What follows belongs to an exercise in optimizing a design on an open flow for a short achievable clock period and few clock cycles; a production flow would make more cautious choices.
Function was checked by simulation only, so behaviour that the tests miss may differ from the original.
In runs 3 to 6 the design's own scripts or RTL, not TritonCTS, make the clock network.
The clock port is modelled as an ideal driver, which makes a skipped or thinned clock tree look cheaper than it is; a real chip needs a root buffer or a tree.
Power and IR drop assume default switching activity.

**run.sh**
```bash
#!/bin/bash
# synth_recipe.tcl (not shown) runs the flow's synth.tcl, then flattens the netlist and writes it again
# the make line also repeats each setting of config.mk as NAME=value (left out here)
make -C /OpenROAD-flow-scripts/flow DESIGN_CONFIG=/design/flow/config.mk WORK_HOME=/design/flow/orfs CLKGATE_MAP_FILE= SYNTH_SCRIPT=/design/flow/synth_recipe.tcl finish
```
**config.mk**
```make
export PLATFORM = sky130hd
export DESIGN_NAME = eccMemTop
export DESIGN_NICKNAME = eccMemTop
export VERILOG_FILES = /design/flow/design.v
export SDC_FILE = /design/flow/constraint.sdc
export NUM_CORES = 4
export LEC_CHECK = 0
export CAP_MARGIN = 20
export CORE_MARGIN = 2
export CORE_UTILIZATION = 50
export CTS_CLUSTER_DIAMETER = 100
export CTS_CLUSTER_SIZE = 30
export PLACE_DENSITY = 0.65
export SETUP_SLACK_MARGIN = 2.8
export SLEW_MARGIN = 20
export SYNTH_MEMORY_MAX_BITS = 8192
```
**constraint.sdc**
```tcl
create_clock -name core_clock -period 5.0 [get_ports {clk}]
set_input_delay 1.0000 -clock core_clock [delete_from_list [all_inputs] [get_ports {clk}]]
set_output_delay 1.0000 -clock core_clock [all_outputs]
set_load 0.01 [all_outputs]
```
**design.v**
```verilog
package eccPkg;
   typedef logic [3:0] nibbleT;
   typedef logic [7:0] codeByteT;
   typedef logic [31:0] dataWordT;
   typedef logic [63:0] codeWordT;
   typedef logic [11:0] axiAddrT;
   typedef logic [1:0] respT;
   typedef logic [15:0] cntT;
   localparam respT RESP_OKAY = 2'b00;
   localparam respT RESP_SLVERR = 2'b10;
   localparam axiAddrT REG_BASE = 12'h800;
   localparam axiAddrT REG_INJ_LO = 12'h800;
   localparam axiAddrT REG_INJ_HI = 12'h804;
   localparam axiAddrT REG_CORR_CNT = 12'h808;
   localparam axiAddrT REG_UNCORR_CNT = 12'h80C;
endpackage
`timescale 1ns/10ps
module eccMemTop (
   input logic clk,
   input logic rstN,
   input logic awValid,
   output logic awReady,
   input eccPkg::axiAddrT awAddr,
   input logic wValid,
   output logic wReady,
   input eccPkg::dataWordT wData,
   output logic bValid,
   input logic bReady,
   output eccPkg::respT bResp,
   input logic arValid,
   output logic arReady,
   input eccPkg::axiAddrT arAddr,
   output logic rValid,
   input logic rReady,
   output eccPkg::dataWordT rData,
   output eccPkg::respT rResp
);
   localparam int DEPTH = 64;
   localparam int CAP = 5;
   localparam int QD = 4;
   localparam int QW = $clog2(QD);
   function automatic logic [5:0] maskEffect(input logic [7:0] m);
      logic [3:0] s;
      logic [3:0] f;
      logic any;
      s[0] = m[0] ^ m[3] ^ m[5] ^ m[6];
      s[1] = m[1] ^ m[3] ^ m[5] ^ m[7];
      s[2] = m[2] ^ m[3] ^ m[6] ^ m[7];
      s[3] = m[4] ^ m[5] ^ m[6] ^ m[7];
      f[0] = (s == 4'b0111);
      f[1] = (s == 4'b1011);
      f[2] = (s == 4'b1101);
      f[3] = (s == 4'b1110);
      any = |s;
      maskEffect = {any & ~(^s), any, {m[7], m[6], m[5], m[3]} ^ f};
   endfunction
   logic rdy;
   assign awReady = rdy;
   assign wReady = rdy;
   assign arReady = rdy;
   logic rstQ;
   always_ff @(posedge clk) rstQ <= !rstN;
   logic wrAcc, rdAcc;
   logic awHit, arHit;
   logic [5:0] aEff [4];
   assign wrAcc = rstN && awValid && wValid && rdy;
   assign rdAcc = rstN && arValid && rdy;
   assign awHit = (awAddr[11:8] == 4'd0);
   assign arHit = (arAddr[11:8] == 4'd0);
   for (genvar b = 0; b < 4; b++) begin : gEff
      assign aEff[b] = maskEffect(wData[8*b +: 8]);
   end
   logic cWr, cRd;
   logic cWrData, cWrInjLo, cWrInjHi, cWrCorr, cWrUnc;
   logic cRdData, cRdLo, cRdHi, cRdCorr, cRdUnc, cRdErr, cWrErr;
   logic [DEPTH-1:0] cWe, cRdSel;
   eccPkg::dataWordT cD;
   logic [15:0] cEff;
   logic cAny, cMulti;
   logic cTakeB, cTakeR;
   always_ff @(posedge clk) begin
      cWr <= wrAcc;
      cRd <= rdAcc;
      cWrData <= wrAcc && awHit;
      cRdData <= rdAcc && arHit;
      for (int k = 0; k < DEPTH; k++) begin
         cWe[k] <= wrAcc && awHit && (awAddr[7:2] == 6'(k));
         cRdSel[k] <= arHit && (arAddr[7:2] == 6'(k));
      end
      cWrInjLo <= (awAddr == eccPkg::REG_INJ_LO);
      cWrInjHi <= (awAddr == eccPkg::REG_INJ_HI);
      cWrCorr <= (awAddr == eccPkg::REG_CORR_CNT);
      cWrUnc <= (awAddr == eccPkg::REG_UNCORR_CNT);
      cWrErr <= !awHit && (awAddr != eccPkg::REG_INJ_LO) && (awAddr != eccPkg::REG_INJ_HI)
                && (awAddr != eccPkg::REG_CORR_CNT) && (awAddr != eccPkg::REG_UNCORR_CNT);
      cRdLo <= (arAddr == eccPkg::REG_INJ_LO);
      cRdHi <= (arAddr == eccPkg::REG_INJ_HI);
      cRdCorr <= (arAddr == eccPkg::REG_CORR_CNT);
      cRdUnc <= (arAddr == eccPkg::REG_UNCORR_CNT);
      cRdErr <= !arHit && (arAddr != eccPkg::REG_INJ_LO) && (arAddr != eccPkg::REG_INJ_HI)
                && (arAddr != eccPkg::REG_CORR_CNT) && (arAddr != eccPkg::REG_UNCORR_CNT);
      cD <= wData;
      cEff <= {aEff[3][3:0], aEff[2][3:0], aEff[1][3:0], aEff[0][3:0]};
      cAny <= aEff[0][4] | aEff[1][4] | aEff[2][4] | aEff[3][4];
      cMulti <= aEff[0][5] | aEff[1][5] | aEff[2][5] | aEff[3][5];
      cTakeB <= rstN && bValid && bReady;
      cTakeR <= rstN && rValid && rReady;
   end
   logic [33:0] mem [DEPTH];
   logic [63:0] mask;
   logic [15:0] effLo, effHi;
   logic anyLo, anyHi, multiLo, multiHi;
   logic [33:0] wWord;
   logic [33:0] aRdWord;
   assign wWord[31:0] = cD ^ {effHi, effLo};
   assign wWord[33] = multiLo | multiHi;
   assign wWord[32] = (anyLo | anyHi) & !(multiLo | multiHi);
   always_ff @(posedge clk) begin
      if (rstQ) begin
         mask <= '0;
         effLo <= '0;
         effHi <= '0;
         anyLo <= 1'b0;
         anyHi <= 1'b0;
         multiLo <= 1'b0;
         multiHi <= 1'b0;
      end else if (cWrData) begin
         mask <= '0;
         effLo <= '0;
         effHi <= '0;
         anyLo <= 1'b0;
         anyHi <= 1'b0;
         multiLo <= 1'b0;
         multiHi <= 1'b0;
      end else if (cWr && cWrInjLo) begin
         mask[31:0] <= cD;
         effLo <= cEff;
         anyLo <= cAny;
         multiLo <= cMulti;
      end else if (cWr && cWrInjHi) begin
         mask[63:32] <= cD;
         effHi <= cEff;
         anyHi <= cAny;
         multiHi <= cMulti;
      end
   end
   always_ff @(posedge clk) begin
      for (int k = 0; k < DEPTH; k++) begin
         if (cWe[k]) mem[k] <= wWord;
      end
   end
   always_comb begin
      aRdWord = {2'b00, {32{cRdLo}} & mask[31:0]} | {2'b00, {32{cRdHi}} & mask[63:32]};
      for (int k = 0; k < DEPTH; k++) begin
         aRdWord = aRdWord | ({34{cRdSel[k]}} & mem[k]);
      end
   end
   logic fWr, fRd, fDataRd, fCorrRd, fUncRd, fCorrClr, fUncClr, fWrErr, fRdErr;
   logic [33:0] fWord;
   always_ff @(posedge clk) begin
      if (!rstN) begin
         fWr <= 1'b0;
         fRd <= 1'b0;
      end else begin
         fWr <= cWr;
         fRd <= cRd;
      end
      fDataRd <= cRdData;
      fCorrRd <= cRdCorr;
      fUncRd <= cRdUnc;
      fCorrClr <= cWrCorr;
      fUncClr <= cWrUnc;
      fWrErr <= cWrErr;
      fRdErr <= cRdErr;
      fWord <= aRdWord;
   end
   eccPkg::cntT corrCnt, uncCnt;
   always_ff @(posedge clk) begin
      if (rstQ) begin
         corrCnt <= '0;
         uncCnt <= '0;
      end else begin
         if (fWr && fCorrClr) begin
            corrCnt <= '0;
         end else if (fRd && fDataRd && fWord[32] && corrCnt != '1) begin
            corrCnt <= corrCnt + eccPkg::cntT'(1);
         end
         if (fWr && fUncClr) begin
            uncCnt <= '0;
         end else if (fRd && fDataRd && fWord[33] && uncCnt != '1) begin
            uncCnt <= uncCnt + eccPkg::cntT'(1);
         end
      end
   end
   logic [32:0] fR;
   assign fR[31:0] = fWord[31:0]
                   | ({32{fCorrRd}} & eccPkg::dataWordT'(corrCnt))
                   | ({32{fUncRd}} & eccPkg::dataWordT'(uncCnt));
   assign fR[32] = (fDataRd & fWord[33]) | fRdErr;
   logic [32:0] rq [QD];
   logic [QW:0] rqW, rqR;
   logic rqEmpty, rLoad;
   assign rqEmpty = (rqW == rqR);
   assign rLoad = !rValid || rReady;
   always_ff @(posedge clk) begin
      if (fRd && !(rLoad && rqEmpty)) rq[rqW[QW-1:0]] <= fR;
   end
   always_ff @(posedge clk) begin
      if (!rstN) begin
         rqW <= '0;
         rqR <= '0;
         rValid <= 1'b0;
      end else begin
         if (fRd && !(rLoad && rqEmpty)) rqW <= rqW + 1'b1;
         if (rLoad) begin
            rValid <= !rqEmpty || fRd;
            if (!rqEmpty) rqR <= rqR + 1'b1;
         end
      end
   end
   always_ff @(posedge clk) begin
      if (rLoad) begin
         if (!rqEmpty) begin
            rData <= rq[rqR[QW-1:0]][31:0];
            rResp[1] <= rq[rqR[QW-1:0]][32];
         end else if (fRd) begin
            rData <= fR[31:0];
            rResp[1] <= fR[32];
         end
      end
   end
   assign rResp[0] = 1'b0;
   logic [QD-1:0] bq;
   logic [QW:0] bqW, bqR;
   logic bqEmpty, bLoad;
   assign bqEmpty = (bqW == bqR);
   assign bLoad = !bValid || bReady;
   always_ff @(posedge clk) begin
      if (fWr && !(bLoad && bqEmpty)) bq[bqW[QW-1:0]] <= fWrErr;
   end
   always_ff @(posedge clk) begin
      if (!rstN) begin
         bqW <= '0;
         bqR <= '0;
         bValid <= 1'b0;
      end else begin
         if (fWr && !(bLoad && bqEmpty)) bqW <= bqW + 1'b1;
         if (bLoad) begin
            bValid <= !bqEmpty || fWr;
            if (!bqEmpty) bqR <= bqR + 1'b1;
         end
      end
   end
   always_ff @(posedge clk) begin
      if (bLoad) begin
         if (!bqEmpty) begin
            bResp[1] <= bq[bqR[QW-1:0]];
         end else if (fWr) begin
            bResp[1] <= fWrErr;
         end
      end
   end
   assign bResp[0] = 1'b0;
   logic [7:0] owedT, owedNow;
   logic owedUp;
   logic [1:0] owedDown;
   assign owedUp = cWr | cRd;
   assign owedDown = 2'(cTakeB) + 2'(cTakeR);
   always_comb begin
      for (int k = 0; k < 8; k++) begin
         if (owedUp && owedDown == 2'd0) owedNow[k] = (k == 0) ? 1'b1 : owedT[k-1];
         else if (owedUp == (owedDown == 2'd1)) owedNow[k] = owedT[k];
         else if (owedDown == 2'd2 && !owedUp) owedNow[k] = (k >= 6) ? 1'b0 : owedT[k+2];
         else owedNow[k] = (k == 7) ? 1'b0 : owedT[k+1];
      end
   end
   always_ff @(posedge clk) begin
      if (!rstN) begin
         owedT <= '0;
         rdy <= 1'b0;
      end else begin
         owedT <= owedNow;
         rdy <= rdy ? !owedNow[CAP - 2] : !owedNow[CAP - 1];
      end
   end
endmodule
```
==> out/metrics.yaml, run 1 <==
result_of_the_run: "timing/DRC/antenna clean"
setup-tns-final_ns: 0
routed-via-count: 64590
clk_slew_on_worst_s_h_paths_ns: 0.12
detail_route.vias_per_cell: 7.555
design.core.area_um2: 193000
postSynthAreaPerCell_um2: 17.62
max-clock-path-buffers: 3
initial_utilization_pct: 50.45
synth_warnings: 5
grt.total_usage_pct: 39.90
synth_top_area_cell: "sky130_fd_sc_hd__edfxtp_1"
synth_top_flop_cell: "sky130_fd_sc_hd__edfxtp_1"
pin_count: 104
most_common_cell_type_on_the_critical_path: "sky130_fd_sc_hd__nand4_1"
fp-row-count: 161
slowest_stage: "sky130_fd_sc_hd__nand4_1"
maxSlewHeadroom_pct: 12.24
hold_violations: 0
netlist_area_um2: 97360
clock_tree.root_cell: "sky130_fd_sc_hd__clkbuf_16"
rsz0062_at_grt: "true"
cts_made_buffers: 102
worst_ir_drop_vdd_mv: 0.3962
area_growth_syn_to_layout_pct: 13.96
drt-wirelength-per-cell_um: 47.37
worst_path_largest_cell_delay_ns: 0.69
cts_tree: "yes"
ff_latch_area_um2: 78700
skew_ns: 0.07609
final_util_pct: 57.49
worstSetupPathType: "flip-flop to flip-flop"
hold_path_depth: 0
synth_top_area_share_pct: 72.36
design.die.area_um2: 198300
post-synth-top-count-cell: "sky130_fd_sc_hd__edfxtp_1"
insertion_delay_ns: 0.86
remaining_drc_errors: 0
post_synth_edffs: 2346
initial_antenna_violation_count: 36
multi_input_logic_area_um2: 19740
final-max-slew-violation-count: 0
detail_route.first_pass.iterations: 9
cp_cell_sequence: "buf_12, a22o_1, a221oi_2, nand4_1, nor3_2, nand4_1"
ff2ff_path_depth: 6
drt.antenna.violating_nets: 0
synth_top_cells_by_count: "sky130_fd_sc_hd__edfxtp_1 (2,346), sky130_fd_sc_hd__a221oi_1 (443), sky130_fd_sc_hd__a22o_1 (442), sky130_fd_sc_hd__dfxtp_1 (395), sky130_fd_sc_hd__clkbuf_1 (284)"
number_of_distinct_library_cells_after_synthesis: 55
route.final.wire_length_um: 405000
setup.worst_path.end_class: "flip-flop"
final_period_minus_worst_setup_slack_ns: 2.632
fin_crit_share_pct: 52.63
ys_seq_elements: 2741
postSynthCellCount: 5526
worst_setup_path_start_kind: "flip-flop"
r2r_slack_ns: 2.37
grt-ovfl-total: 0
final_net_count: 6016
portBuffers: 101
dpl.hpwl_um: 223400
layout.filler_cells: 14370
pwr_density_cell_nw_per_um2: 337.2
hold_path_class: "flip-flop to flip-flop"
h-tree-depth: 3
drive_gt1_share_pct: 18.68
clock_sinks: 2741
chipWidth_um: 445.3
grt_pass1_wl_um: 521000
first_global_vias: 57230
synthTopCellsByArea: "sky130_fd_sc_hd__edfxtp_1 (72%), sky130_fd_sc_hd__dfxtp_1 (8.1%), sky130_fd_sc_hd__a221oi_1 (4.0%)"
cts.hold.buffers_added: 0
grt_max_degree: 67
gp_congestion: 0.9193
leakage_nw: 35.73
crit_family: "simple AND/OR/NAND/NOR gates"
timing.critical_path.buf_inv: 1
max_cap_violations: 0
path_max_fanout: 6
critical_path_depth: 6
die_h_um: 445.3
crit_required_ns: 5.41
ys_seq_area_share_pct: 80.48
ys_async_sr_fraction_pct: 0
timing.final.setup_violations: 0
detail_route.iter0.violations: 13130
cp.arrival_ns: 3.04
max_freq_mhz: 380.0
worst_slew_pin_slew_ns: 1.316
-- power by group --
part | internal, mW | switching [mW] | total, mW
logic | 0.550 | 0.827 | 1.38
clock network | 4.06 | 6.93 | 11.0
registers | 24.9 | 0.187 | 25.1
total | 29.5 | 7.94 | 37.4
-- cell type report --
cell class | instances | share of cell area (%)
flip-flops and latches | 2741 | 70.93
multi-input cells | 2422 | 17.79
repair buffers | 604 | 5.499
well taps | 2526 | 2.849
clock buffers | 185 | 2.620
clock inverters | 9 | 0.1308
inverters | 36 | 0.1218
diodes | 27 | 0.06090
-- cell families after synthesis --
family,after synthesis,share of synthesized area [%]
AOI/OAI and AO/OA,1286,10.79
xor gates and xnor gates,137,1.232
adders and majority gates,46,0.5912
buffers and inverters,369,1.445
DFF,2741,80.48
muxes,80,1.307
other,1,0.003852
and+or+nand+nor,866,4.154
-- worst paths after layout --
path | from | end
worst min-delay path | cWrUnc | fUncClr
worst max register to register | cRdSel[18] | fWord[0]
worst max-delay path | cRdSel[18] | fWord[0]
worst min register to register | cWrUnc | fUncClr
-- cells in the final DEF, fill, tap and decap left out, types with 27 or more instances in the layout --
| cell | count |
|---|---|
| sky130_fd_sc_hd__a22o_1 | 442 |
| sky130_fd_sc_hd__dfxtp_2 | 65 |
| sky130_fd_sc_hd__a221oi_1 | 318 |
| sky130_fd_sc_hd__buf_4 | 341 |
| sky130_fd_sc_hd__clkbuf_1 | 81 |
| sky130_fd_sc_hd__nand4_1 | 153 |
| sky130_fd_sc_hd__dfxtp_4 | 70 |
| sky130_fd_sc_hd__buf_2 | 34 |
| sky130_fd_sc_hd__buf_6 | 66 |
| sky130_fd_sc_hd__a22oi_1 | 237 |
| sky130_fd_sc_hd__xnor2_1 | 53 |
| sky130_fd_sc_hd__mux4_2 | 34 |
| sky130_fd_sc_hd__a221oi_2 | 120 |
| sky130_fd_sc_hd__dfxtp_1 | 260 |
| sky130_fd_sc_hd__nand2_1 | 251 |
| sky130_fd_sc_hd__a21oi_1 | 108 |
| sky130_fd_sc_hd__nor2_1 | 234 |
| sky130_fd_sc_hd__inv_1 | 36 |
| sky130_fd_sc_hd__clkdlybuf4s50_1 | 42 |
| sky130_fd_sc_hd__xor2_4 | 36 |
| sky130_fd_sc_hd__xnor2_2 | 28 |
| sky130_fd_sc_hd__nand3_1 | 96 |
| sky130_fd_sc_hd__diode_2 | 27 |
| sky130_fd_sc_hd__clkbuf_16 | 106 |
| sky130_fd_sc_hd__mux2_2 | 37 |
| sky130_fd_sc_hd__ha_1 | 46 |
| sky130_fd_sc_hd__edfxtp_1 | 2346 |
| sky130_fd_sc_hd__buf_12 | 69 |
-- timing repair --
item | 4_1_cts | 5_1_grt
pin swaps | 62 | 105
cloned | 6 | 5
endpoints found under the setup margin | 525 | 337
gates resized for setup | 435 | 197
buffers inserted | 169 | 74
-- worst register-to-register path: cells and delay by family, from the launching register on --
family                 cells  cell delay, ns
AND/OR/NAND/NOR            3            1.12
flip-flops                 1            0.40
AO/OA/AOI/OAI              2            0.49
buffers and inverters      1            0.16
-- routing by layer --
layer,part of all wire (%),up-vias,track usage [%]
met5,0.11,-,0.1709
met4,10,36,29.77
met3,19,2125,18.55
met2,41,7232,55.91
met1,30,32040,48.06
li1,-,23160,-
-- registers in the layout (all words and copies together), names as in the netlist, 16 cells and up, named ones only --
| signal | count |
|---|---|
| mem | 2176 |
| rq | 132 |
| cRdSel | 64 |
| cWe | 64 |
| mask | 64 |
| fWord | 34 |
| cD | 32 |
| rData | 32 |
| cEff | 16 |
| corrCnt | 16 |
| effHi | 16 |
| effLo | 16 |
| uncCnt | 16 |
-- metrics by stage --
stage | cell area, um^2 | power, mW | cells | worst slack, ns | hold slack (ns)
after global routing | 110900 | 38.05 | 8529 | 2.501 | 0.3512
final | 111000 | 37.41 | 8550 | 2.368 | 0.3395
after global placement | 103400 | 26.89 | 8072 | 1.638 | 0.3124
after CTS | 109100 | 37.18 | 8443 | 2.594 | 0.3381
after detailed placement | 103500 | 26.92 | 8074 | 1.552 | 0.3121
after floorplan | 97880 | 26.31 | 5527 | 2.574 | 0.3096
Testbench counts, summed over its fixed seeds: cycles 6,410.
==> run 2: changes to the inputs <==
--- a/design.v
+++ b/design.v
@@ -203,7 +203,7 @@
    assign rqEmpty = (rqW == rqR);
    assign rLoad = !rValid || rReady;
    always_ff @(posedge clk) begin
-      if (fRd && !(rLoad && rqEmpty)) rq[rqW[QW-1:0]] <= fR;
+      if (fRd) rq[rqW[QW-1:0]] <= fR;
    end
    always_ff @(posedge clk) begin
       if (!rstN) begin
@@ -236,7 +236,7 @@
    assign bqEmpty = (bqW == bqR);
    assign bLoad = !bValid || bReady;
    always_ff @(posedge clk) begin
-      if (fWr && !(bLoad && bqEmpty)) bq[bqW[QW-1:0]] <= fWrErr;
+      if (fWr) bq[bqW[QW-1:0]] <= fWrErr;
    end
    always_ff @(posedge clk) begin
       if (!rstN) begin
--- a/config.mk
+++ b/config.mk
@@ -7,10 +7,10 @@
 export LEC_CHECK = 0
 export CAP_MARGIN = 20
 export CORE_MARGIN = 2
-export CORE_UTILIZATION = 50
+export CORE_UTILIZATION = 70
 export CTS_CLUSTER_DIAMETER = 100
 export CTS_CLUSTER_SIZE = 30
-export PLACE_DENSITY = 0.65
-export SETUP_SLACK_MARGIN = 2.8
+export PLACE_DENSITY = 0.85
+export SETUP_SLACK_MARGIN = 2.9
 export SLEW_MARGIN = 20
 export SYNTH_MEMORY_MAX_BITS = 8192
==> run 2 against run 1 <==
Compared with the run above:
- the run now fails in global routing (5_1_grt)
- area after synthesis is essentially flat
- synthesized cell count is essentially flat
==> out/metrics.yaml, run 2 <==
error_that_halted_the_flow: "[ERROR GRT-0232] Routing congestion too high. Check the congestion heatmap in the GUI."
synth_warnings: 5
gp_congestion: 0.9940
clock_sinks: 2741
synth_top_cells_by_count: "sky130_fd_sc_hd__edfxtp_1 (2,346), sky130_fd_sc_hd__a221oi_1 (445), sky130_fd_sc_hd__a22o_1 (445), sky130_fd_sc_hd__dfxtp_1 (395), sky130_fd_sc_hd__clkbuf_1 (282)"
cts.hold.buffers_added: 0
netlist_area_um2: 97320
synth_top_area_share_pct: 72.39
post-synth-top-count-cell: "sky130_fd_sc_hd__edfxtp_1"
pin_count: 104
ys_async_sr_fraction_pct: 0
post_synth_edffs: 2346
detailed_place.area_um2: 102400
ys_seq_area_share_pct: 80.51
die_h_um: 376.9
max-clock-path-buffers: 3
number_of_distinct_library_cells_after_synthesis: 57
grt.total_usage_pct: 74.19
initial_utilization_pct: 70.70
grt_max_degree: 67
postSynthAreaPerCell_um2: 17.62
dpl.hpwl_um: 210200
clock_tree.root_cell: "sky130_fd_sc_hd__clkbuf_16"
result_of_the_run: "did not finish"
synth_top_flop_cell: "sky130_fd_sc_hd__edfxtp_1"
h-tree-depth: 3
synthTopCellsByArea: "sky130_fd_sc_hd__edfxtp_1 (72%), sky130_fd_sc_hd__dfxtp_1 (8.1%), sky130_fd_sc_hd__a221oi_1 (4.0%)"
postSynthCellCount: 5522
synth_top_area_cell: "sky130_fd_sc_hd__edfxtp_1"
worstEpCategory: "output port"
chipWidth_um: 376.9
cts_made_buffers: 101
pre_cts_ws_ns: 1.596
flow.stopped_at: "global routing (5_1_grt)"
initial_antenna_violation_count: 90
ys_seq_elements: 2741
fp-row-count: 136
grt-ovfl-total: 17
worstEndpointGrtRepair: "rResp[1]"
portBuffers: 101
==> run 2: kinds of logic after synthesis <==
family / synth area share [%]
adder cells (fa/ha/maj): 0.5914
flip-flops: 80.51
AND/OR/NAND/NOR: 4.106
buffers and inverters: 1.440
XOR/XNOR: 1.197
other: 0.003853
AO/OA/AOI/OAI: 10.89
multiplexers: 1.263
==> run 2: how the worst min path moves through the flow <==
stage / endpoint / slack (ns)
after global placement: fDataRd / 0.36
after floorplan: fCorrClr / 0.31
after detailed placement: fCorrClr / 0.36
after CTS: fCorrClr / 0.37
==> run 2: power groups by stage <==
stage	logic (mW)	registers (mW)	clock network [mW]
after floorplan	0.795	25.5	0
after global placement	1.26	25.6	0
after detailed placement	1.32	25.6	0
after CTS	1.42	25.1	10.4
==> run 2: per-layer routing <==
| layer | overflow | GRT usage [%] |
|---|---|---|
| met5 | 1 | 55.03 |
| met4 | 8 | 70.43 |
| met1 | 2 | 71.43 |
| met2 | 4 | 84.44 |
| met3 | 2 | 69.24 |
==> run 2: what timing repair did <==
action                     in CTS
buffers inserted              146
gates cloned                   11
resized for setup             490
setup endpoints to repair     379
pin swaps                      87
==> run 2: per-stage QoR <==
| stage | power (mW) | std cells |
|---|---|---|
| global placement | 26.88 | 7318 |
| floorplan | 26.33 | 5523 |
| CTS | 36.90 | 7674 |
| detailed placement | 26.95 | 7328 |
Testbench counts of run 2, summed over its fixed seeds: cycles 6,410.
==> run 3: changes to the inputs <==
--- a/design.v
+++ b/design.v
@@ -111,7 +111,6 @@
    logic [15:0] effLo, effHi;
    logic anyLo, anyHi, multiLo, multiHi;
    logic [33:0] wWord;
-   logic [33:0] aRdWord;
    assign wWord[31:0] = cD ^ {effHi, effLo};
    assign wWord[33] = multiLo | multiHi;
    assign wWord[32] = (anyLo | anyHi) & !(multiLo | multiHi);
@@ -149,13 +148,18 @@
          if (cWe[k]) mem[k] <= wWord;
       end
    end
+   logic [33:0] aRdPart [4];
    always_comb begin
-      aRdWord = {2'b00, {32{cRdLo}} & mask[31:0]} | {2'b00, {32{cRdHi}} & mask[63:32]};
+      aRdPart[0] = {2'b00, {32{cRdLo}} & mask[31:0]} | {2'b00, {32{cRdHi}} & mask[63:32]};
+      aRdPart[1] = '0;
+      aRdPart[2] = '0;
+      aRdPart[3] = '0;
       for (int k = 0; k < DEPTH; k++) begin
-         aRdWord = aRdWord | ({34{cRdSel[k]}} & mem[k]);
+         aRdPart[k / 16] = aRdPart[k / 16] | ({34{cRdSel[k]}} & mem[k]);
       end
    end
    logic fWr, fRd, fDataRd, fCorrRd, fUncRd, fCorrClr, fUncClr, fWrErr, fRdErr;
+   logic [33:0] fPart [4];
    logic [33:0] fWord;
    always_ff @(posedge clk) begin
       if (!rstN) begin
@@ -172,8 +176,9 @@
       fUncClr <= cWrUnc;
       fWrErr <= cWrErr;
       fRdErr <= cRdErr;
-      fWord <= aRdWord;
-   end
+      for (int q = 0; q < 4; q++) fPart[q] <= aRdPart[q];
+   end
+   assign fWord = fPart[0] | fPart[1] | fPart[2] | fPart[3];
    eccPkg::cntT corrCnt, uncCnt;
    always_ff @(posedge clk) begin
       if (rstQ) begin
@@ -218,16 +223,13 @@
          end
       end
    end
-   always_ff @(posedge clk) begin
-      if (rLoad) begin
-         if (!rqEmpty) begin
-            rData <= rq[rqR[QW-1:0]][31:0];
-            rResp[1] <= rq[rqR[QW-1:0]][32];
-         end else if (fRd) begin
-            rData <= fR[31:0];
-            rResp[1] <= fR[32];
-         end
-      end
+   logic rFromQ, rFromF;
+   assign rFromQ = rLoad && !rqEmpty;
+   assign rFromF = rLoad && rqEmpty;
+   always_ff @(posedge clk) begin
+      rData <= ({32{rFromQ}} & rq[rqR[QW-1:0]][31:0]) | ({32{rFromF}} & fR[31:0])
+               | ({32{!rLoad}} & rData);
+      rResp[1] <= (rFromQ & rq[rqR[QW-1:0]][32]) | (rFromF & fR[32]) | (!rLoad & rResp[1]);
    end
    assign rResp[0] = 1'b0;
    logic [QD-1:0] bq;
@@ -252,13 +254,8 @@
       end
    end
    always_ff @(posedge clk) begin
-      if (bLoad) begin
-         if (!bqEmpty) begin
-            bResp[1] <= bq[bqR[QW-1:0]];
-         end else if (fWr) begin
-            bResp[1] <= fWrErr;
-         end
-      end
+      bResp[1] <= (bLoad & !bqEmpty & bq[bqR[QW-1:0]]) | (bLoad & bqEmpty & fWrErr)
+                  | (!bLoad & bResp[1]);
    end
    assign bResp[0] = 1'b0;
    logic [7:0] owedT, owedNow;
==> flow/run.sh (new file) <==
#!/bin/bash
# Own layout flow: the standard flow (standard.sh), except that the clock
# tree is built by flow/mycts.tcl, hooked into the CTS step through ORFS's
# PRE_CTS_TCL: the clock port feeds 4 root buffers, one per quarter of the
# flip-flops, each root feeds the leaf buffers of its quarter, and each leaf
# feeds a compact cluster of at most 30 flip-flops. Everything else (synthesis,
# floorplan, placement, timing repair, routing) is the standard flow.
set -euo pipefail
here=$(pwd)
export PRE_CTS_TCL="$here/flow/pre_cts.tcl"
export MYCTS_NROOT=4
export MYCTS_LEAFMAX=30
bash standard.sh finish > "$here/standard.log" 2>&1
==> flow/mycts.tcl (new file) <==
# Two-level clock tree: the clock port feeds NROOT root buffers, one per
# region of the die; each root feeds the leaf buffers of its region; each
# leaf buffer feeds a compact cluster of at most LEAF_MAX flip-flops.
# Regions and clusters come from recursive median splits of the sink
# positions, so every sink sees the same two buffers in its path.

proc mycts_split {items axis} {
  # items: list of {iterm x y}; returns two halves split at the median
  set idx [expr {$axis == 0 ? 1 : 2}]
  set s [lsort -real -index $idx $items]
  set n [llength $s]
  set h [expr {$n / 2}]
  return [list [lrange $s 0 [expr {$h - 1}]] [lrange $s $h end]]
}

proc mycts_bbox_axis {items} {
  set xs {}; set ys {}
  foreach it $items { lappend xs [lindex $it 1]; lappend ys [lindex $it 2] }
  set xs [lsort -real $xs]; set ys [lsort -real $ys]
  set dx [expr {[lindex $xs end] - [lindex $xs 0]}]
  set dy [expr {[lindex $ys end] - [lindex $ys 0]}]
  return [expr {$dx >= $dy ? 0 : 1}]
}

proc mycts_clusters {items maxn} {
  set n [llength $items]
  if {$n <= $maxn} { return [list $items] }
  set k [expr {($n + $maxn - 1) / $maxn}]
  set k1 [expr {$k / 2}]
  set cut [expr {($n * $k1 + $k / 2) / $k}]
  set idx [expr {[mycts_bbox_axis $items] == 0 ? 1 : 2}]
  set s [lsort -real -index $idx $items]
  return [concat [mycts_clusters [lrange $s 0 [expr {$cut - 1}]] $maxn] [mycts_clusters [lrange $s $cut end] $maxn]]
}

proc mycts_centroid {items} {
  set sx 0.0; set sy 0.0
  foreach it $items { set sx [expr {$sx + [lindex $it 1]}]; set sy [expr {$sy + [lindex $it 2]}] }
  set n [llength $items]
  return [list [expr {int($sx / $n)}] [expr {int($sy / $n)}]]
}

proc mycts_run {clk_name nroot leaf_max bufname {leafbuf ""}} {
  if {$leafbuf == ""} { set leafbuf $bufname }
  set db [ord::get_db]
  set block [ord::get_db_block]
  set master [$db findMaster $bufname]
  set clknet [$block findNet $clk_name]
  set sinks {}
  foreach it [$clknet getITerms] {
    set inst [$it getInst]
    set bb [$inst getBBox]
    set x [expr {([$bb xMin] + [$bb xMax]) / 2.0}]
    set y [expr {([$bb yMin] + [$bb yMax]) / 2.0}]
    lappend sinks [list $it $x $y]
  }
  puts "mycts: [llength $sinks] sinks"
  # regions
  set regions [list $sinks]
  while {[llength $regions] < $nroot} {
    set nr {}
    foreach r $regions {
      set h [mycts_split $r [mycts_bbox_axis $r]]
      lappend nr [lindex $h 0] [lindex $h 1]
    }
    set regions $nr
  }
  set ri 0
  set li 0
  foreach r $regions {
    set rnet [odb::dbNet_create $block "clknet_root_$ri"]
    $rnet setSigType CLOCK
    set leaves {}
    foreach c [mycts_clusters $r $leaf_max] {
      set lnet [odb::dbNet_create $block "clknet_leaf_$li"]
      $lnet setSigType CLOCK
      set lb [odb::dbInst_create $block [$db findMaster $leafbuf] "clkbuf_leaf_$li"]
      set xy [mycts_centroid $c]
      $lb setLocation [lindex $xy 0] [lindex $xy 1]
      $lb setPlacementStatus PLACED
      foreach it $c {
        set iterm [lindex $it 0]
        $iterm disconnect
        $iterm connect $lnet
      }
      [$lb findITerm X] connect $lnet
      [$lb findITerm A] connect $rnet
      lappend leaves [list $lb [lindex $xy 0] [lindex $xy 1]]
      incr li
    }
    set rb [odb::dbInst_create $block $master "clkbuf_root_$ri"]
    set xy [mycts_centroid $leaves]
    $rb setLocation [lindex $xy 0] [lindex $xy 1]
    $rb setPlacementStatus PLACED
    [$rb findITerm X] connect $rnet
    [$rb findITerm A] connect $clknet
    incr ri
  }
  puts "mycts: $ri roots, $li leaves"
}
==> flow/pre_cts.tcl (new file) <==
# PRE_CTS_TCL hook of the CTS step: builds the clock tree with mycts.tcl
# and turns the step's own clock_tree_synthesis call into a no-op, so the
# rest of the step (legalizing, timing repair) runs on this tree.
source [file join [file dirname [info script]] mycts.tcl]
set nroot 4
set leafmax 30
if {[info exists ::env(MYCTS_NROOT)]} { set nroot $::env(MYCTS_NROOT) }
if {[info exists ::env(MYCTS_LEAFMAX)]} { set leafmax $::env(MYCTS_LEAFMAX) }
set clk_port [get_full_name [lindex [get_property [lindex [all_clocks] 0] sources] 0]]
set clk_net [[[ord::get_db_block] findBTerm $clk_port] getNet]
mycts_run [$clk_net getName] $nroot $leafmax sky130_fd_sc_hd__clkbuf_16
set_propagated_clock [all_clocks]
rename clock_tree_synthesis mycts_unused_clock_tree_synthesis
proc clock_tree_synthesis {args} {
  puts "mycts: clock tree already built, clock_tree_synthesis $args skipped"
}
==> standard.sh (new file) <==
#!/bin/bash
# synth_recipe.tcl (not shown) runs the flow's synth.tcl, then flattens the netlist and writes it again
# the make line also repeats each setting of config.mk as NAME=value (left out here)
make -C /OpenROAD-flow-scripts/flow DESIGN_CONFIG=/design/flow/config.mk WORK_HOME=/design/flow/orfs CLKGATE_MAP_FILE= SYNTH_SCRIPT=/design/flow/synth_recipe.tcl "${@:-finish}"
==> config.mk (replaced) <==
export PLATFORM = sky130hd
export DESIGN_NAME = eccMemTop
export DESIGN_NICKNAME = eccMemTop
export VERILOG_FILES = /design/flow/design.v
export SDC_FILE = /design/flow/constraint.sdc
export NUM_CORES = 4
export LEC_CHECK = 0
export CAP_MARGIN = 50
export CORE_MARGIN = 2
export CORE_UTILIZATION = 50
export PLACE_DENSITY = 0.65
export SETUP_SLACK_MARGIN = 3.0
export SLEW_MARGIN = 70
export SYNTH_MEMORY_MAX_BITS = 8192
removed: run.sh
==> run 3 against run 2 <==
Compared with the run above:
- now clean on timing, DRC and antenna
- area after synthesis up 2.1%
- synthesized cell count up 2.0%
==> out/metrics.yaml, run 3 <==
final-max-slew-violation-count: 0
clk_slew_on_worst_s_h_paths_ns: 0.11
drt-wirelength-per-cell_um: 33.81
detail_route.vias_per_cell: 6.614
setup-tns-final_ns: 0
fp-row-count: 163
layout.cells.most_common_list: "sky130_fd_sc_hd__edfxtp_1 (2,312), sky130_fd_sc_hd__a22o_1 (512), sky130_fd_sc_hd__a221oi_1 (504)"
number_of_distinct_library_cells_after_synthesis: 63
remaining_drc_errors: 0
netlist_area_um2: 99380
gp_congestion: 0.8835
layout.cell_area.non_filler_um2: 111200
max_freq_mhz: 465.0
maxSlewHeadroom_pct: 62.43
ff_latch_area_um2: 80360
design.core.area_um2: 197400
die_h_um: 449.8
hold_path_class: "flip-flop to flip-flop"
insertion_delay_ns: 0.63
detail_route.iter0.violations: 8457
synth_warnings: 7
worst_ir_drop_vdd_mv: 0.4102
grt.total_usage_pct: 27.43
hold_violations: 0
grt-ovfl-total: 0
detail_route.first_pass.iterations: 5
max_reg_flops: 2176
design.die.area_um2: 202300
layout_commonest_cell: "sky130_fd_sc_hd__edfxtp_1"
path_max_fanout: 4
result_of_the_run: "timing/DRC/antenna clean"
timing.final.setup_violations: 0
cp_cell_sequence: "buf_6"
postSynthAreaPerCell_um2: 17.65
synth_top_flop_cell: "sky130_fd_sc_hd__edfxtp_1"
fin_crit_share_pct: 43.01
max_cap_violations: 0
crit_required_ns: 4.00
postSynthCellCount: 5631
first_global_vias: 53420
synth_top_area_cell: "sky130_fd_sc_hd__edfxtp_1"
grt_pass1_wl_um: 398900
detailed_place.area_um2: 106900
final_period_minus_worst_setup_slack_ns: 2.151
final_util_pct: 56.31
slowest_stage: "sky130_fd_sc_hd__dfxtp_4"
ys_seq_elements: 2843
initial_utilization_pct: 50.34
initial_antenna_violation_count: 25
worstSetupPathType: "flip-flop to output port"
rsz0062_at_grt: "true"
fin_hold_ws_ns: 0.4142
layout.filler_cells: 15010
pwr_density_cell_nw_per_um2: 337.2
multi_input_logic_area_um2: 19400
grt_met1_use_pct: 39.56
final-instance-count-excl-fill: 8470
global_route.usage.met2_pct: 43.96
globalRouteMet3Util_pct: 3.901
dp_cells: 8273
synth_top_cells_by_count: "sky130_fd_sc_hd__edfxtp_1 (2,312), sky130_fd_sc_hd__dfxtp_1 (531), sky130_fd_sc_hd__a221oi_1 (512), sky130_fd_sc_hd__a22o_1 (512), sky130_fd_sc_hd__clkbuf_1 (315)"
routed-via-count: 56020
skew_ns: 0.02027
ys_seq_area_share_pct: 80.55
worst_slew_pin_slew_ns: 0.5619
max_flop_register: "mem"
crit_family: "flip-flops"
dpl.hpwl_um: 159400
drt.antenna.violating_nets: 0
portBuffers: 101
post_synth_edffs: 2312
route.final.wire_length_um: 286400
pin_count: 104
post-synth-top-count-cell: "sky130_fd_sc_hd__edfxtp_1"
synth_top_area_share_pct: 69.86
worst_setup_path_start_kind: "flip-flop"
worst_path_largest_cell_delay_ns: 0.41
final_net_count: 5927
leakage_nw: 34.70
chipWidth_um: 449.8
setup.worst_path.end_class: "output port"
synthTopCellsByArea: "sky130_fd_sc_hd__edfxtp_1 (70%), sky130_fd_sc_hd__dfxtp_1 (11%), sky130_fd_sc_hd__a221oi_1 (4.5%)"
cp.arrival_ns: 1.15
grt_most_used_layer: "met2"
area_growth_syn_to_layout_pct: 11.86
timing.critical_path.buf_inv: 1
drive_gt1_share_pct: 14.94
grt_max_degree: 71
ys_async_sr_fraction_pct: 0
==> run 3: worst reg2reg max path: cells and delay by family (launching register included) <==
kind,cells,cell delay (ns)
AOI/OAI and AO/OA,2,0.50
DFF,1,0.35
buffers and inverters,1,0.20
and+or+nand+nor,2,0.74
==> run 3: metal layers <==
| layer | wire, um | up-vias | share of wire (%) |
|---|---|---|---|
| li1 | - | 23000 | - |
| met5 | 64 | - | 0.022 |
| met2 | 134000 | 3473 | 47 |
| met3 | 32670 | 408 | 11 |
| met1 | 110200 | 29130 | 38 |
| met4 | 9398 | 10 | 3.3 |
==> run 3: final timing paths <==
| kind | from | end | slack [ns] | depth (start not counted) |
|---|---|---|---|---|
| min | cRdData | fDataRd | 0.41 | 0 |
| max | rdy | wReady | 2.85 | 1 |
| max reg2reg | cRdSel[6] | fPart[0][13] | 2.88 | 5 |
| min reg2reg | cRdData | fDataRd | 0.41 | 0 |
==> run 3: final cells by class <==
type                       instances  area share, %
sequential                      2843          72.28
multi-input combinational       2419          17.45
timing repair buffer             422          4.907
tap                             2640          2.971
buffer                           100          2.251
inverter                          32         0.1080
antenna                           14        0.03151
==> run 3: per-stage QoR <==
stage               power [mW]  setup slack, ns
floorplan                27.08            2.574
global placement         27.72            1.583
detailed placement       27.80            1.641
CTS                      37.43            2.828
global route             38.34            2.825
finish                   37.49            2.849
==> run 3: cells by family (layout without fill, tap and decap cells) <==
| kind of cell | after synthesis | count (layout) | share of synthesized area [%] |
|---|---|---|---|
| AOI/OAI and AO/OA | 1334 | 1334 | 10.98 |
| xor gates and xnor gates | 131 | 131 | 1.154 |
| adders and majority gates | 46 | 46 | 0.5791 |
| buffers and inverters | 373 | 554 | 1.457 |
| DFF | 2843 | 2843 | 80.55 |
| muxes | 77 | 77 | 1.204 |
| other | 1 | 16 | 0.003773 |
| and+or+nand+nor | 826 | 829 | 4.065 |
==> run 3: power breakdown <==
part	leakage, nW	internal [mW]	total, mW	switching [mW]
sequential	24.9	25.6	25.8	0.167
clock	1.23	3.56	10.0	6.46
combinational	8.56	0.722	1.67	0.946
total	34.7	29.9	37.5	7.57
==> run 3: timing repair <==
action	in CTS	in global routing
gates cloned	3	0
pin swaps	58	30
hold buffers	0	0
setup endpoints to repair	184	98
resized for setup	449	79
setup buffers	27	5
Testbench counts of run 3, summed over its fixed seeds: cycles 6,410.
==> run 4: changes to the inputs <==
--- a/design.v
+++ b/design.v
@@ -55,9 +55,10 @@
       maskEffect = {any & ~(^s), any, {m[7], m[6], m[5], m[3]} ^ f};
    endfunction
    logic rdy;
-   assign awReady = rdy;
-   assign wReady = rdy;
-   assign arReady = rdy;
+   logic [2:0] rdyOut;
+   assign awReady = rdyOut[0];
+   assign wReady = rdyOut[1];
+   assign arReady = rdyOut[2];
    logic rstQ;
    always_ff @(posedge clk) rstQ <= !rstN;
    logic wrAcc, rdAcc;
@@ -103,8 +104,8 @@
       cEff <= {aEff[3][3:0], aEff[2][3:0], aEff[1][3:0], aEff[0][3:0]};
       cAny <= aEff[0][4] | aEff[1][4] | aEff[2][4] | aEff[3][4];
       cMulti <= aEff[0][5] | aEff[1][5] | aEff[2][5] | aEff[3][5];
-      cTakeB <= rstN && bValid && bReady;
-      cTakeR <= rstN && rValid && rReady;
+      cTakeB <= rstN && bVal && bReady;
+      cTakeR <= rstN && rVal && rReady;
    end
    logic [33:0] mem [DEPTH];
    logic [63:0] mask;
@@ -204,9 +205,10 @@
    assign fR[32] = (fDataRd & fWord[33]) | fRdErr;
    logic [32:0] rq [QD];
    logic [QW:0] rqW, rqR;
+   logic rVal;
    logic rqEmpty, rLoad;
    assign rqEmpty = (rqW == rqR);
-   assign rLoad = !rValid || rReady;
+   assign rLoad = !rVal || rReady;
    always_ff @(posedge clk) begin
       if (fRd) rq[rqW[QW-1:0]] <= fR;
    end
@@ -214,13 +216,15 @@
       if (!rstN) begin
          rqW <= '0;
          rqR <= '0;
+         rVal <= 1'b0;
          rValid <= 1'b0;
       end else begin
          if (fRd && !(rLoad && rqEmpty)) rqW <= rqW + 1'b1;
          if (rLoad) begin
-            rValid <= !rqEmpty || fRd;
+            rVal <= !rqEmpty || fRd;
             if (!rqEmpty) rqR <= rqR + 1'b1;
          end
+         if (!rValid || rReady) rValid <= !rqEmpty || fRd;
       end
    end
    logic rFromQ, rFromF;
@@ -234,9 +238,10 @@
    assign rResp[0] = 1'b0;
    logic [QD-1:0] bq;
    logic [QW:0] bqW, bqR;
+   logic bVal;
    logic bqEmpty, bLoad;
    assign bqEmpty = (bqW == bqR);
-   assign bLoad = !bValid || bReady;
+   assign bLoad = !bVal || bReady;
    always_ff @(posedge clk) begin
       if (fWr) bq[bqW[QW-1:0]] <= fWrErr;
    end
@@ -244,13 +249,15 @@
       if (!rstN) begin
          bqW <= '0;
          bqR <= '0;
+         bVal <= 1'b0;
          bValid <= 1'b0;
       end else begin
          if (fWr && !(bLoad && bqEmpty)) bqW <= bqW + 1'b1;
          if (bLoad) begin
-            bValid <= !bqEmpty || fWr;
+            bVal <= !bqEmpty || fWr;
             if (!bqEmpty) bqR <= bqR + 1'b1;
          end
+         if (!bValid || bReady) bValid <= !bqEmpty || fWr;
       end
    end
    always_ff @(posedge clk) begin
@@ -275,9 +282,13 @@
       if (!rstN) begin
          owedT <= '0;
          rdy <= 1'b0;
+         rdyOut <= '0;
       end else begin
          owedT <= owedNow;
          rdy <= rdy ? !owedNow[CAP - 2] : !owedNow[CAP - 1];
+         for (int i = 0; i < 3; i++) begin
+            rdyOut[i] <= rdyOut[i] ? !owedNow[CAP - 2] : !owedNow[CAP - 1];
+         end
       end
    end
 endmodule
==> run 4 against run 3 <==
Compared with the run above:
- global-route usage increased by 0.32 points
- synthesized cell count rose by 0.85%
- flip-flop and latch count rose by 5
- worst hold slack lost 0.081 ns
- via count grew 1.6%
- register-to-register slack better by 0.08 ns
- clock power about the same
- setup slack improved by 0.048 ns
==> out/metrics.yaml, run 4 <==
setup.worst_path.end_class: "output port"
grt_max_degree: 72
detail_route.iter0.violations: 8652
grt.total_usage_pct: 27.75
share_clk_of_total_power_pct: 26.4
drive_gt1_share_pct: 15.75
post-synth-top-count-cell: "sky130_fd_sc_hd__edfxtp_1"
max_flop_register: "mem"
max_freq_mhz: 475.6
setup_slack_after_layout_ns: 2.897
layout_commonest_cell: "sky130_fd_sc_hd__edfxtp_1"
power_frac_seq_pct: 68.2
detail_route.vias_per_cell: 6.651
timing.final.setup_violations: 0
die_h_um: 450.5
first_global_vias: 53840
synth_top_area_cell: "sky130_fd_sc_hd__edfxtp_1"
cp.arrival_ns: 1.10
crit_family: "flip-flops"
remaining_drc_errors: 0
path_max_fanout: 2
power.share.switching_pct: 20.49
area_growth_syn_to_layout_pct: 12.43
insertion_delay_ns: 0.64
net-switching-power_mw: 7.802
dp_cells: 8340
layout.cells.most_common_list: "sky130_fd_sc_hd__edfxtp_1 (2,312), sky130_fd_sc_hd__a22o_1 (512), sky130_fd_sc_hd__a221oi_1 (506)"
grt_pass1_wl_um: 404300
final-instance-count-excl-fill: 8555
number_of_distinct_library_cells_after_synthesis: 63
totalPowerFinal_mw: 38.07
synth_warnings: 7
worst_setup_path_start_kind: "flip-flop"
result_of_the_run: "timing/DRC/antenna clean"
route.final.wire_length_um: 290600
worst_slew_pin_slew_ns: 0.4982
maxSlewHeadroom_pct: 66.74
hold_path_class: "flip-flop to flip-flop"
clk_slew_on_worst_s_h_paths_ns: 0.11
synth_top_cells_by_count: "sky130_fd_sc_hd__edfxtp_1 (2,312), sky130_fd_sc_hd__dfxtp_1 (536), sky130_fd_sc_hd__a221oi_1 (514), sky130_fd_sc_hd__a22o_1 (512), sky130_fd_sc_hd__nand2_1 (323)"
max_cap_violations: 0
cp_cell_sequence: "buf_6"
crit_required_ns: 4.00
gp_congestion: 0.8568
final-max-slew-violation-count: 0
grt-ovfl-total: 0
initial_antenna_violation_count: 28
pwr_density_cell_nw_per_um2: 339.8
final_net_count: 6011
setup-tns-final_ns: 0
rsz0062_at_grt: "true"
portBuffers: 101
worst_path_largest_cell_delay_ns: 0.37
skew_ns: 0.02616
leakage_nw: 35.28
routed-via-count: 56900
hold_violations: 0
ys_seq_elements: 2848
design.die.area_um2: 202900
pin_count: 104
drt-wirelength-per-cell_um: 33.97
synth_top_area_share_pct: 69.66
chipWidth_um: 450.5
fp-row-count: 163
max_reg_flops: 2176
initial_utilization_pct: 50.43
postSynthCellCount: 5679
detail_route.first_pass.iterations: 6
design.core.area_um2: 197600
synthTopCellsByArea: "sky130_fd_sc_hd__edfxtp_1 (70%), sky130_fd_sc_hd__dfxtp_1 (11%), sky130_fd_sc_hd__a221oi_1 (4.5%)"
final_period_minus_worst_setup_slack_ns: 2.103
dpl.hpwl_um: 165000
fin_crit_share_pct: 42.05
worstSetupPathType: "flip-flop to output port"
internal-power_mw: 30.27
pre_cts_ws_ns: 1.721
timing.critical_path.buf_inv: 1
postSynthAreaPerCell_um2: 17.55
post_synth_edffs: 2312
synth_top_flop_cell: "sky130_fd_sc_hd__edfxtp_1"
pwr-share-comb_pct: 5.5
netlist_area_um2: 99670
ys_seq_area_share_pct: 80.42
worst_ir_drop_vdd_mv: 0.4151
ys_async_sr_fraction_pct: 0
drt.antenna.violating_nets: 0
slowest_stage: "sky130_fd_sc_hd__dfxtp_2"
run 4: per-stage QoR:
step	hold slack (ns)	cell area (um^2)	utilization [%]
after floorplan	0.3096	100200	-
after global placement	0.3170	105000	53.14
after detailed placement	0.3144	107600	54.43
after CTS	0.3386	110600	55.98
after global routing	0.3380	112000	56.69
final	0.3337	112100	56.70
run 4: worst paths after layout:
check             startpoint            to  slack [ns]  cells after the start
setup / recovery   rdyOut[1]        wReady        2.90                      1
hold / removal       cRdData       fDataRd        0.33                      0
setup reg to reg   cRdSel[0]  fPart[0][11]        2.96                      6
hold reg to reg      cRdData       fDataRd        0.33                      0
run 4: repair_timing:
item,in CTS,in global routing
pin swaps,58,19
hold buffers,0,0
gates cloned,1,2
setup buffers,34,15
setup endpoints to repair,198,150
gates resized for setup,458,84
run 4: power groups by stage:
| stage | registers (mW) | logic (mW) | clock network, mW |
|---|---|---|---|
| floorplan | 26.4 | 1.00 | 0 |
| global placement | 26.5 | 1.73 | 0 |
| detailed placement | 26.5 | 1.86 | 0 |
| CTS | 26.0 | 1.97 | 10.0 |
| global route | 26.0 | 2.22 | 10.7 |
| finish | 26.0 | 2.08 | 10.0 |
run 4: per-layer routing:
metal / track usage [%] / wire (um)
met4: 7.870 / 9890
met2: 44.18 / 135400
met1: 39.95 / 112300
met3: 4.257 / 32920
met5: 0 / 52
run 4: layout make-up:
cell class	instances	area (um^2)
tap	2640	3303
fill	14770	85560
buffer	100	2502
sequential	2848	80490
multi-input combinational	2452	19560
inverter	34	128.9
antenna	15	37.54
timing repair buffer	466	6037
run 4: logic make-up after synthesis:
family | share of synthesized area, %
buf+inv | 1.464
other cells | 0.003763
compound gates | 11.16
xor+xnor | 0.9227
mux | 1.324
flops | 80.42
fa+ha+maj | 0.5775
simple gates | 4.128
Testbench counts of run 4, summed over its fixed seeds: cycles 6,410.
==> run 5: changes to the inputs <==
--- a/design.v
+++ b/design.v
@@ -149,18 +149,19 @@
          if (cWe[k]) mem[k] <= wWord;
       end
    end
-   logic [33:0] aRdPart [4];
+   logic [33:0] aRdPart [5];
    always_comb begin
-      aRdPart[0] = {2'b00, {32{cRdLo}} & mask[31:0]} | {2'b00, {32{cRdHi}} & mask[63:32]};
+      aRdPart[0] = '0;
       aRdPart[1] = '0;
       aRdPart[2] = '0;
       aRdPart[3] = '0;
+      aRdPart[4] = {2'b00, ({32{cRdLo}} & mask[31:0]) | ({32{cRdHi}} & mask[63:32])};
       for (int k = 0; k < DEPTH; k++) begin
          aRdPart[k / 16] = aRdPart[k / 16] | ({34{cRdSel[k]}} & mem[k]);
       end
    end
    logic fWr, fRd, fDataRd, fCorrRd, fUncRd, fCorrClr, fUncClr, fWrErr, fRdErr;
-   logic [33:0] fPart [4];
+   logic [33:0] fPart [5];
    logic [33:0] fWord;
    always_ff @(posedge clk) begin
       if (!rstN) begin
@@ -177,9 +178,9 @@
       fUncClr <= cWrUnc;
       fWrErr <= cWrErr;
       fRdErr <= cRdErr;
-      for (int q = 0; q < 4; q++) fPart[q] <= aRdPart[q];
-   end
-   assign fWord = fPart[0] | fPart[1] | fPart[2] | fPart[3];
+      for (int q = 0; q < 5; q++) fPart[q] <= aRdPart[q];
+   end
+   assign fWord = fPart[0] | fPart[1] | fPart[2] | fPart[3] | fPart[4];
    eccPkg::cntT corrCnt, uncCnt;
    always_ff @(posedge clk) begin
       if (rstQ) begin
==> run 5 against run 4 <==
Compared with the run above:
- still clean
- utilization shrank 0.42 points
- worst hold slack improved by 0.014 ns
- die area is 0.95% higher
- critical path depth did not move
- register-to-register slack got worse by 0.03 ns
- first-iteration DRC count shrank 1.7%
- largest power group unchanged
- highest routed layer unchanged
==> out/metrics.yaml, run 5 <==
result_of_the_run: "timing/DRC/antenna clean"
routed-via-count: 56660
final_util_pct: 56.28
post-synth-top-count-cell: "sky130_fd_sc_hd__edfxtp_1"
skew_ns: 0.02418
gp_congestion: 0.8940
crit-reg2reg-launch: "cRdSel[18]"
grt-ovfl-total: 0
pre_cts_ws_ns: 1.661
cp_cell_sequence: "buf_6"
dp_cells: 8433
final-instance-count-excl-fill: 8632
setup-tns-final_ns: 0
post_synth_edffs: 2312
max_cap_violations: 0
layout.cells.most_common_list: "sky130_fd_sc_hd__edfxtp_1 (2,312), sky130_fd_sc_hd__a22o_1 (576), sky130_fd_sc_hd__a221oi_1 (545)"
drt-wirelength-per-cell_um: 33.27
synthTopCellsByArea: "sky130_fd_sc_hd__edfxtp_1 (69%), sky130_fd_sc_hd__dfxtp_1 (11%), sky130_fd_sc_hd__a22o_1 (5.0%)"
fin_hold_ws_ns: 0.3474
setup.worst_path.end_class: "output port"
ys_seq_elements: 2880
fp-row-count: 164
postSynthAreaPerCell_um2: 17.55
clk_slew_on_worst_s_h_paths_ns: 0.12
final_net_count: 6074
hold_path_class: "flip-flop to flip-flop"
ff2ff_path_depth: 4
setup_slack_after_layout_ns: 2.882
synth_top_area_share_pct: 69.00
layout.filler_cells: 15090
ff_latch_area_um2: 81070
pin_count: 104
layout_commonest_cell: "sky130_fd_sc_hd__edfxtp_1"
crit-reg2reg-capture: "fPart[1][30]"
drive_gt1_share_pct: 15.46
chipWidth_um: 452.6
dpl.hpwl_um: 157700
insertion_delay_ns: 0.64
synth_warnings: 7
area_growth_syn_to_layout_pct: 11.79
design.die.area_um2: 204900
final-max-slew-violation-count: 0
initial_utilization_pct: 50.35
detail_route.iter0.violations: 8506
netlist_area_um2: 100600
detailed_place.area_um2: 108500
grt_pass1_wl_um: 402000
hold_path_depth: 0
worst_ir_drop_vdd_mv: 0.4146
timing.hold.worst_endpoint: "fRdErr"
maxSlewHeadroom_pct: 65.52
detail_route.vias_per_cell: 6.563
worstSetupPathType: "flip-flop to output port"
grt_max_degree: 70
cts.hold.buffers_added: 0
worst_setup_path_start_kind: "flip-flop"
cp.arrival_ns: 1.12
hold_start: "cRdErr"
totalPowerFinal_mw: 38.30
layout.cell_area.non_filler_um2: 112500
remaining_drc_errors: 0
number_of_distinct_library_cells_after_synthesis: 80
synth_top_flop_cell: "sky130_fd_sc_hd__edfxtp_1"
rsz0062_at_grt: "true"
ys_async_sr_fraction_pct: 0
multi_input_logic_area_um2: 19640
portBuffers: 101
max_reg_flops: 2176
grt.total_usage_pct: 27.34
r2r_slack_ns: 2.93
crit_family: "flip-flops"
fin_crit_share_pct: 42.37
worst_path_largest_cell_delay_ns: 0.37
hold_violations: 0
max_flop_register: "mem"
pwr_density_cell_nw_per_um2: 340.5
slowest_stage: "sky130_fd_sc_hd__dfxtp_2"
ys_seq_area_share_pct: 80.30
synth_top_area_cell: "sky130_fd_sc_hd__edfxtp_1"
crit_required_ns: 4.00
drt.antenna.violating_nets: 0
timing.critical_path.buf_inv: 1
final_period_minus_worst_setup_slack_ns: 2.118
design.core.area_um2: 199900
leakage_nw: 35.67
max_freq_mhz: 472.1
postSynthCellCount: 5735
timing.final.setup_violations: 0
detail_route.first_pass.iterations: 6
die_h_um: 452.6
route.final.wire_length_um: 287200
synth_top_cells_by_count: "sky130_fd_sc_hd__edfxtp_1 (2,312), sky130_fd_sc_hd__a22o_1 (576), sky130_fd_sc_hd__dfxtp_1 (568), sky130_fd_sc_hd__a221oi_1 (545), sky130_fd_sc_hd__nand2_1 (336)"
initial_antenna_violation_count: 24
first_global_vias: 54230
path_max_fanout: 2
worst_slew_pin_slew_ns: 0.5156
run 5: cells by family (layout without fill, tap and decap cells):
kind of cell / count (synthesis) / in the layout / synth area share [%]
other: 1 / 15 / 0.003727
buffers and inverters: 378 / 602 / 1.483
muxes: 87 / 87 / 1.293
and+or+nand+nor: 866 / 869 / 4.218
DFF: 2880 / 2880 / 80.30
AOI/OAI and AO/OA: 1370 / 1370 / 11.20
xor gates and xnor gates: 107 / 107 / 0.9313
adders and majority gates: 46 / 46 / 0.5720
run 5: layer usage:
| layer | share of wire [%] | wire length [um] | global-route usage, % | vias to the layer above |
|---|---|---|---|---|
| met4 | 3.9 | 11220 | 9.146 | 10 |
| li1 | - | - | - | 23500 |
| met1 | 39 | 111400 | 38.65 | 29470 |
| met5 | 0.024 | 69 | 0 | - |
| met2 | 47 | 135600 | 44.19 | 3254 |
| met3 | 10 | 28940 | 3.484 | 425 |
run 5: power breakdown:
part | total, mW | internal, mW | leakage [nW] | switching, mW
combinational | 2.03 | 0.928 | 8.91 | 1.10
clock | 10.1 | 3.56 | 1.23 | 6.51
sequential | 26.2 | 26.0 | 25.5 | 0.204
run 5: what timing repair did:
action	CTS	global route
endpoints found under the setup margin	180	96
gates cloned	4	0
buffers inserted	28	14
gates resized for setup	342	52
pin swaps	40	37
run 5: worst max path at each step:
stage,startpoint,to,depth (start not counted)
global route,wData[18],cMulti,7
detailed placement,wData[19],cMulti,7
CTS,bResp[1],bResp[1],1
finish,bResp[1],bResp[1],1
floorplan,wData[19],cMulti,6
global placement,wData[19],cMulti,7
run 5: area by class of cell:
type / instances / area share, %
inverter: 32 / 0.1068
sequential: 2880 / 72.07
tap: 2656 / 2.954
multi-input combinational: 2481 / 17.46
timing repair buffer: 470 / 5.150
antenna: 13 / 0.02892
buffer: 100 / 2.225
Testbench counts of run 5, summed over its fixed seeds: cycles 6,410.
==> run 6: changes to the inputs <==
--- a/design.v
+++ b/design.v
@@ -56,6 +56,7 @@
    endfunction
    logic rdy;
    logic [2:0] rdyOut;
+   logic rVal, bVal;
    assign awReady = rdyOut[0];
    assign wReady = rdyOut[1];
    assign arReady = rdyOut[2];
@@ -77,7 +78,7 @@
    logic [DEPTH-1:0] cWe, cRdSel;
    eccPkg::dataWordT cD;
    logic [15:0] cEff;
-   logic cAny, cMulti;
+   logic [3:0] cAny, cMulti;
    logic cTakeB, cTakeR;
    always_ff @(posedge clk) begin
       cWr <= wrAcc;
@@ -102,8 +103,8 @@
                 && (arAddr != eccPkg::REG_CORR_CNT) && (arAddr != eccPkg::REG_UNCORR_CNT);
       cD <= wData;
       cEff <= {aEff[3][3:0], aEff[2][3:0], aEff[1][3:0], aEff[0][3:0]};
-      cAny <= aEff[0][4] | aEff[1][4] | aEff[2][4] | aEff[3][4];
-      cMulti <= aEff[0][5] | aEff[1][5] | aEff[2][5] | aEff[3][5];
+      cAny <= {aEff[3][4], aEff[2][4], aEff[1][4], aEff[0][4]};
+      cMulti <= {aEff[3][5], aEff[2][5], aEff[1][5], aEff[0][5]};
       cTakeB <= rstN && bVal && bReady;
       cTakeR <= rstN && rVal && rReady;
    end
@@ -135,13 +136,13 @@
       end else if (cWr && cWrInjLo) begin
          mask[31:0] <= cD;
          effLo <= cEff;
-         anyLo <= cAny;
-         multiLo <= cMulti;
+         anyLo <= |cAny;
+         multiLo <= |cMulti;
       end else if (cWr && cWrInjHi) begin
          mask[63:32] <= cD;
          effHi <= cEff;
-         anyHi <= cAny;
-         multiHi <= cMulti;
+         anyHi <= |cAny;
+         multiHi <= |cMulti;
       end
    end
    always_ff @(posedge clk) begin
@@ -149,19 +150,18 @@
          if (cWe[k]) mem[k] <= wWord;
       end
    end
-   logic [33:0] aRdPart [5];
+   logic [33:0] aRdPart [4];
    always_comb begin
-      aRdPart[0] = '0;
+      aRdPart[0] = {2'b00, {32{cRdLo}} & mask[31:0]} | {2'b00, {32{cRdHi}} & mask[63:32]};
       aRdPart[1] = '0;
       aRdPart[2] = '0;
       aRdPart[3] = '0;
-      aRdPart[4] = {2'b00, ({32{cRdLo}} & mask[31:0]) | ({32{cRdHi}} & mask[63:32])};
       for (int k = 0; k < DEPTH; k++) begin
          aRdPart[k / 16] = aRdPart[k / 16] | ({34{cRdSel[k]}} & mem[k]);
       end
    end
    logic fWr, fRd, fDataRd, fCorrRd, fUncRd, fCorrClr, fUncClr, fWrErr, fRdErr;
-   logic [33:0] fPart [5];
+   logic [33:0] fPart [4];
    logic [33:0] fWord;
    always_ff @(posedge clk) begin
       if (!rstN) begin
@@ -178,9 +178,9 @@
       fUncClr <= cWrUnc;
       fWrErr <= cWrErr;
       fRdErr <= cRdErr;
-      for (int q = 0; q < 5; q++) fPart[q] <= aRdPart[q];
-   end
-   assign fWord = fPart[0] | fPart[1] | fPart[2] | fPart[3] | fPart[4];
+      for (int q = 0; q < 4; q++) fPart[q] <= aRdPart[q];
+   end
+   assign fWord = fPart[0] | fPart[1] | fPart[2] | fPart[3];
    eccPkg::cntT corrCnt, uncCnt;
    always_ff @(posedge clk) begin
       if (rstQ) begin
@@ -206,7 +206,6 @@
    assign fR[32] = (fDataRd & fWord[33]) | fRdErr;
    logic [32:0] rq [QD];
    logic [QW:0] rqW, rqR;
-   logic rVal;
    logic rqEmpty, rLoad;
    assign rqEmpty = (rqW == rqR);
    assign rLoad = !rVal || rReady;
@@ -239,7 +238,6 @@
    assign rResp[0] = 1'b0;
    logic [QD-1:0] bq;
    logic [QW:0] bqW, bqR;
-   logic bVal;
    logic bqEmpty, bLoad;
    assign bqEmpty = (bqW == bqR);
    assign bLoad = !bVal || bReady;
==> run 6 against run 5 <==
Compared with the run above:
- still clean
- clock power about the same
- worst hold slack better by 0.092 ns
- power down 0.60%
- final cell count down 0.90%
- wire length about the same
- sequential share of layout area about the same
- largest cell class unchanged
==> out/metrics.yaml, run 6 <==
slowest_stage: "sky130_fd_sc_hd__dfxtp_4"
detail_route.iter0.violations: 8872
synth_top_cells_by_count: "sky130_fd_sc_hd__edfxtp_1 (2,312), sky130_fd_sc_hd__dfxtp_1 (542), sky130_fd_sc_hd__a221oi_1 (514), sky130_fd_sc_hd__a22o_1 (512), sky130_fd_sc_hd__clkbuf_1 (324)"
chipWidth_um: 450.8
initial_utilization_pct: 50.45
ys_seq_area_share_pct: 80.43
hold_violations: 0
result_of_the_run: "timing/DRC/antenna clean"
design.core.area_um2: 197800
crit_family: "flip-flops"
dpl.hpwl_um: 159900
route.final.wire_length_um: 287000
cts.hold.buffers_added: 0
remaining_drc_errors: 0
ys_seq_elements: 2854
synth_top_area_cell: "sky130_fd_sc_hd__edfxtp_1"
final_period_minus_worst_setup_slack_ns: 2.108
first_global_vias: 53000
fin_crit_share_pct: 42.16
power.share.switching_pct: 20.38
synth_top_flop_cell: "sky130_fd_sc_hd__edfxtp_1"
post-synth-top-count-cell: "sky130_fd_sc_hd__edfxtp_1"
grt-ovfl-total: 0
synth_top_area_share_pct: 69.56
detail_route.first_pass.iterations: 8
timing.final.setup_violations: 0
detail_route.vias_per_cell: 6.610
area_growth_syn_to_layout_pct: 11.94
max_flop_register: "mem"
routed-via-count: 56550
synthTopCellsByArea: "sky130_fd_sc_hd__edfxtp_1 (70%), sky130_fd_sc_hd__dfxtp_1 (11%), sky130_fd_sc_hd__a221oi_1 (4.5%)"
cp_cell_sequence: "buf_6"
worst_ir_drop_vdd_mv: 0.4072
crit_required_ns: 4.00
final_net_count: 6007
netlist_area_um2: 99810
initial_antenna_violation_count: 29
pin_count: 104
pwr-share-comb_pct: 5.3
grt_pass1_wl_um: 398300
hold_path_class: "flip-flop to flip-flop"
max_freq_mhz: 474.4
number_of_distinct_library_cells_after_synthesis: 64
post_synth_edffs: 2312
grt_max_degree: 67
grt.total_usage_pct: 27.30
final-instance-count-excl-fill: 8554
setup-tns-final_ns: 0
worstSetupPathType: "flip-flop to output port"
==> run 6: area by class of cell <==
type                       count  area, um^2  area share [%]
sequential                  2854       80570           72.12
multi-input combinational   2452       19220           17.20
timing repair buffer         455        5946           5.322
tap                         2640        3303           2.957
buffer                       100        2502           2.240
inverter                      35       132.6          0.1187
antenna                       18       45.04         0.04032
==> run 6: path summary, 6_finish.rpt <==
path	slack, ns	startpoint	cells after the start	endpoint
worst max-delay path	2.89	rResp[1]	1	rResp[1]
worst max register to register	2.98	cRdSel[62]	5	fPart[3][30]
worst min-delay path	0.44	cRdData	0	fDataRd
worst min register to register	0.44	cRdData	0	fDataRd
==> run 6: cells by family after synthesis <==
group	Yosys count	share of synthesized area, %
AOI/OAI and AO/OA	1366	11.15
xor gates and xnor gates	105	0.9214
adders and majority gates	46	0.5767
buffers and inverters	382	1.462
DFF	2854	80.43
muxes	89	1.323
other	1	0.003757
and+or+nand+nor	844	4.132
==> run 6: what timing repair did <==
action | in CTS | in global routing
gates resized for setup | 305 | 40
buffers inserted | 18 | 17
cloned | 1 | 1
endpoints found under the setup margin | 198 | 146
pin swaps | 15 | 11
==> run 6: worst register-to-register path, delay by kind of cell (launching register included) <==
kind / cells / cell delay, ns
flip-flops: 1 / 0.46
AO/OA/AOI/OAI: 2 / 0.48
buffers and inverters: 2 / 0.61
AND/OR/NAND/NOR: 1 / 0.36
==> run 6: per-layer routing <==
metal | part of all wire, % | track usage (%)
met5 | 0.016 | 0
met4 | 4.0 | 9.009
met3 | 11 | 3.984
met2 | 46 | 43.05
met1 | 39 | 39.31
==> run 6: power groups by stage <==
stage	registers, mW	logic, mW	clock network [mW]
after floorplan	26.5	0.980	0
after global placement	26.6	1.67	0
after detailed placement	26.6	1.82	0
after CTS	26.0	1.94	10.1
after global routing	26.0	2.18	10.8
final	26.0	2.02	10.0
==> run 6: per-stage QoR <==
stage                     worst slack [ns]  hold slack, ns  instance area [um^2]  total power, mW
after global placement               1.578          0.4284                104900            28.22
after detailed placement             1.533          0.4190                107400            28.38
after global routing                 2.854          0.4470                111700            39.01
after floorplan                      2.799          0.3096                100100            27.49
after CTS                            2.860          0.4350                110400            38.05
final                                2.892          0.4395                111700            38.07
Testbench counts of run 6, summed over its fixed seeds: cycles 6,410.

Re-timed with assumed drivers on the ports (clkbuf_16 on the clock, buf_2 on other inputs), run 6 has 2.705 ns of setup slack against 2.892 ns with ideal ports, and 2.069 ns once port delays also move by the mid clock arrival of 0.820 ns.
